Source: an optimization exercise on an open RTL-to-GDS flow (aim: small area, a short achievable clock period and few clock cycles per item). Production flows keep margins and buffers that such runs may drop. In this exercise RTL edits were held to simulation tests only and were not proved equivalent to the original.

Design ordered_sequence_hash_64_top, start of the top module:
module ordered_sequence_hash_64_top (
  input  logic                             clk,
  input  logic                             rst_n,
  input  logic                             in_valid,
  output logic                             in_stall,
  input  logic                             in_cmd,
  input  logic [osh64_pkg::LEN_W-1:0]      in_seq_length,
  input  logic [osh64_pkg::HASH_W-1:0]     in_element_bits,
  output logic                             out_valid,
  input  logic                             out_stall,
  output logic [osh64_pkg::HASH_W-1:0]     out_hash
);
For scale: roughly 380 flip-flops, ~170 I/O pins.
export LEC_CHECK = 0
export CAP_MARGIN = 20
export CORE_MARGIN = 2
export CORE_UTILIZATION = 40
export SLEW_MARGIN = 20
export SYNTH_HIERARCHICAL = 1
create_clock -name core_clock -period 9.5 [get_ports {clk}]
standard.sh (not shown) runs the stock make flow with config.mk's settings and CLKGATE_MAP_FILE= SYNTH_SCRIPT=/design/flow/synth_recipe.tcl, a recipe that flattens the netlist after the stock synthesis.
==> flow/flow/run.sh <==
#!/bin/bash
set -euo pipefail
MARGIN=$(cat flow/margin.txt)
bash standard.sh SETUP_SLACK_MARGIN=$MARGIN finish > standard.log 2>&1
==> flow/flow/margin.txt <==
6.0
Testbench counts at the start, summed over its fixed seeds: cycles 12,024, items 12,000.
Next try:
==> flow/flow/margin.txt (replaced) <==
5.5
=> Fmax went down by a few percent; wire length went down slightly; worst setup slack gets worse by 0.12 ns.


Another version of the RTL of ordered_sequence_hash_64_top (not shown whole).
Size in the first run: roughly 2,700 cells after synthesis, about 380 flip-flops, about 170 I/O pins.
==> flow/design.v (excerpt) <==
module ordered_sequence_hash_64_top (
  input  logic                             clk,
  input  logic                             rst_n,
  input  logic                             in_valid,
  output logic                             in_stall,
  input  logic                             in_cmd,
  input  logic [osh64_pkg::LEN_W-1:0]      in_seq_length,
  input  logic [osh64_pkg::HASH_W-1:0]     in_element_bits,
  output logic                             out_valid,
  input  logic                             out_stall,
  output logic [osh64_pkg::HASH_W-1:0]     out_hash
);
Settings: LEC_CHECK=0, CAP_MARGIN=20, CORE_MARGIN=2, CORE_UTILIZATION=40, CTS_CLUSTER_DIAMETER=80, CTS_CLUSTER_SIZE=30, SLEW_MARGIN=20, SYNTH_HIERARCHICAL=1; clock period 9.5 ns.
==> flow/flow/run.sh <==
#!/bin/bash
# Own flow: the standard layout (standard synthesis and every ORFS step unchanged) with two
# settings outside config.mk's list:
#  - port buffers are sky130_fd_sc_hd__buf_2 instead of the default choice (every input and
#    output port still gets its own buffer);
set -euo pipefail
MARGIN=$(cat flow/margin.txt)
bash standard.sh "BUFFER_PORTS_ARGS=-buffer_cell sky130_fd_sc_hd__buf_2" \
  SETUP_SLACK_MARGIN="$MARGIN" finish > standard.log 2>&1
==> flow/flow/margin.txt <==
5.5
Testbench counts at the start, summed over its fixed seeds: cycles 12,024, items 12,000.
Edit:
==> flow/flow/margin.txt (replaced) <==
5.4
Settings changed: CORE_UTILIZATION 40 to 60, CTS_CLUSTER_DIAMETER 80 to default, CTS_CLUSTER_SIZE 30 to default.
Effect: The new run produced a clean layout. Worst setup slack loses 93 ps. Die area came out lower by 33%. Hold slack is better by 6.8 ps. Routed wire length falls by 6.5%. Cell area went down by 3.6%. Global-route usage rises by 10 points.
Edit:
Settings changed: CTS_CLUSTER_DIAMETER from default to 60, CTS_CLUSTER_SIZE from default to 20.
The changed run finished with timing, DRC and antenna clean.
Clock skew increases by 6.0 ps.
Die area stays the same.
Routed wire length hardly moves.
Synthesized cell count does not change.
Clock-buffer cell count decreases by 20.
Critical path depth increases by 1.
First-iteration DRC count increases by 4.9%.
Sequential share of layout area hardly moves.
Setup slack gets worse by 20 ps.
Global-route usage decreases by 0.14 points.


## v12
ordered_sequence_hash_64_top again, from the RTL that the note above started with.
==> flow/config.mk <==
export PLATFORM = sky130hd
export DESIGN_NAME = ordered_sequence_hash_64_top
export DESIGN_NICKNAME = ordered_sequence_hash_64_top
export VERILOG_FILES = /design/flow/design.v
export SDC_FILE = /design/flow/constraint.sdc
export NUM_CORES = 4
export LEC_CHECK = 0
export ABC_AREA = 1
export CAP_MARGIN = 20
export CORE_MARGIN = 2
export CORE_UTILIZATION = 60
export SLEW_MARGIN = 20
export SYNTH_HIERARCHICAL = 1
==> flow/constraint.sdc <==
create_clock -name core_clock -period 9.5 [get_ports {clk}]
set_input_delay 1.9000 -clock core_clock [delete_from_list [all_inputs] [get_ports {clk}]]
set_output_delay 1.9000 -clock core_clock [all_outputs]
set_load 0.01 [all_outputs]
==> flow/flow/margin.txt <==
5.4
Scripts as last shown in full above: flow/flow/run.sh
Testbench counts of v12, summed over its fixed seeds: cycles 12,024, items 12,000.
[inputs] v14 vs v12
- clearing ABC_AREA, which used to be 1
==> flow/flow/margin.txt <==
5.5
## What came out
- Sort v14 and v12 by maximum fanout along the worst path, descending, and v12 comes first.
- Global-route met3 utilization down 0.51 points in v14 wrt v12
- v12 reports its worst-path cell with the longest stage delay as mux2_2 while v14 reports edfxtp_1.
- The higher buffer share of cell area of v14 and v12 is in v14.
The following lists how v43 was set up differently from v14:
- swapping 60 for 40 in CORE_UTILIZATION
==> flow/flow/margin.txt <==
5.0
==> comparison <==
v14 | status: complete | timing, DRC, antenna: pass. v43 finished every stage and its layout cleared the timing, DRC and antenna checks. [compare] base=v14 new=v43: minimum setup slack among reg-to-reg paths lost 330 ps; instance area at placement higher; count of clock buffers in the final design went up 13%. v43 vs v14 — routed wire length dropped slightly. v43 vs v14: post-detailed-route wirelength per cell down by a little under 10%. When v43 is set beside v14, its number of cells on the critical path turns out to be 6 larger. Post-route cell area: v43 lower than v14. Re share of the final layout cell area in sequential cells: v43 is 1.3 points up on v14. Re final-layout fill cell count: v14 and v43 aren't equal, and the higher value belongs to v43.
> inputs changed (v43 -> v28)
- swapping 40 for 60 in CORE_UTILIZATION
- putting TNS_END_PERCENT at 20 where nothing was set
==> flow/flow/margin.txt <==
5.5
Findings:
Going from v43 to v28, setup slack went up.
For the area added between synthesis and finish, v28 came in 5.2 points higher than v43 did.
Relative to v28, the following input files were edited for v51:
- clearing TNS_END_PERCENT, which used to be 20
- swapping 60 for 40 in CORE_UTILIZATION
Notes after the runs:
- v51: full flow OK, the timing, DRC and antenna checks passed
- v28 -> v51: flip-flop and latch count delta 0, exact match
- From v28 to v51 the numbers moved as follows: routed length on met3 now sits lower, via count now sits lower, post-synthesis cell count now sits at about the same level.
Modified inputs, v53 compared to v51
==> flow/flow/margin.txt <==
5.8
### Flow results
Status: number of placed cells counting well taps parity (v51, v53). Compared with v51, first-pass GRT wire length in v53 increased by a few percent. v53 against v51: worst setup slack decreased by 19 ps relative to the old numbers. Final non-filler cell area (higher): v53. Per the final summary, v53 finished and its layout is clean on timing, DRC and antenna.

==> what the ideal ports hide <==
The flow's constraints put no driver on any port. The routed layouts listed below were extracted and timed again, unchanged, in two steps. Step 1, drivers: a clkbuf_16 drives clk and a buf_2 each remaining input, both assumed. Step 2 moves the port delays by t, midway between the first and last clock arrival at a register: inputs arrive t later, outputs are due t later. That takes back most of the time a late clock gives input paths. Three values: ideal ports, drivers, drivers and shift; two values: the first two.
run	shift t [ns]	setup slack, ns	worst hold slack (ns)
the first run of note 1	0.667	4.846 / 4.636 / 3.969	0.470 / 0.470 / 0.470
the second run of note 1	0.661	4.727 / 4.712 / 4.050	0.505 / 0.505 / 0.505
the first run of note 2	0.659	5.539 / 5.539 / 4.920	0.426 / 0.426 / 0.426
the second run of note 2	0.637	5.446 / 5.446 / 4.812	0.433 / 0.433 / 0.433
the third run of note 2	0.626	5.427 / 5.316 / 4.690	0.436 / 0.436 / 0.436
v12	0.657	5.419 / 5.448 / 4.792	0.418 / 0.418 / 0.418
v14	0.635	5.504 / 5.504 / 4.917	0.426 / 0.426 / 0.426
v43	0.647	5.106 / 5.144 / 4.496	0.443 / 0.443 / 0.443
v28	0.644	5.427 / 5.311 / 4.667	0.421 / 0.421 / 0.421
v51	0.657	5.517 / 5.517 / 4.918	0.423 / 0.423 / 0.423
v53	0.665	5.498 / 5.380 / 4.715	0.495 / 0.495 / 0.495
After both steps every run listed still meets setup and hold. For the first run of note 1, which loses most, drivers alone change the setup slack by -0.210 ns; drivers and shift together by -0.877 ns.
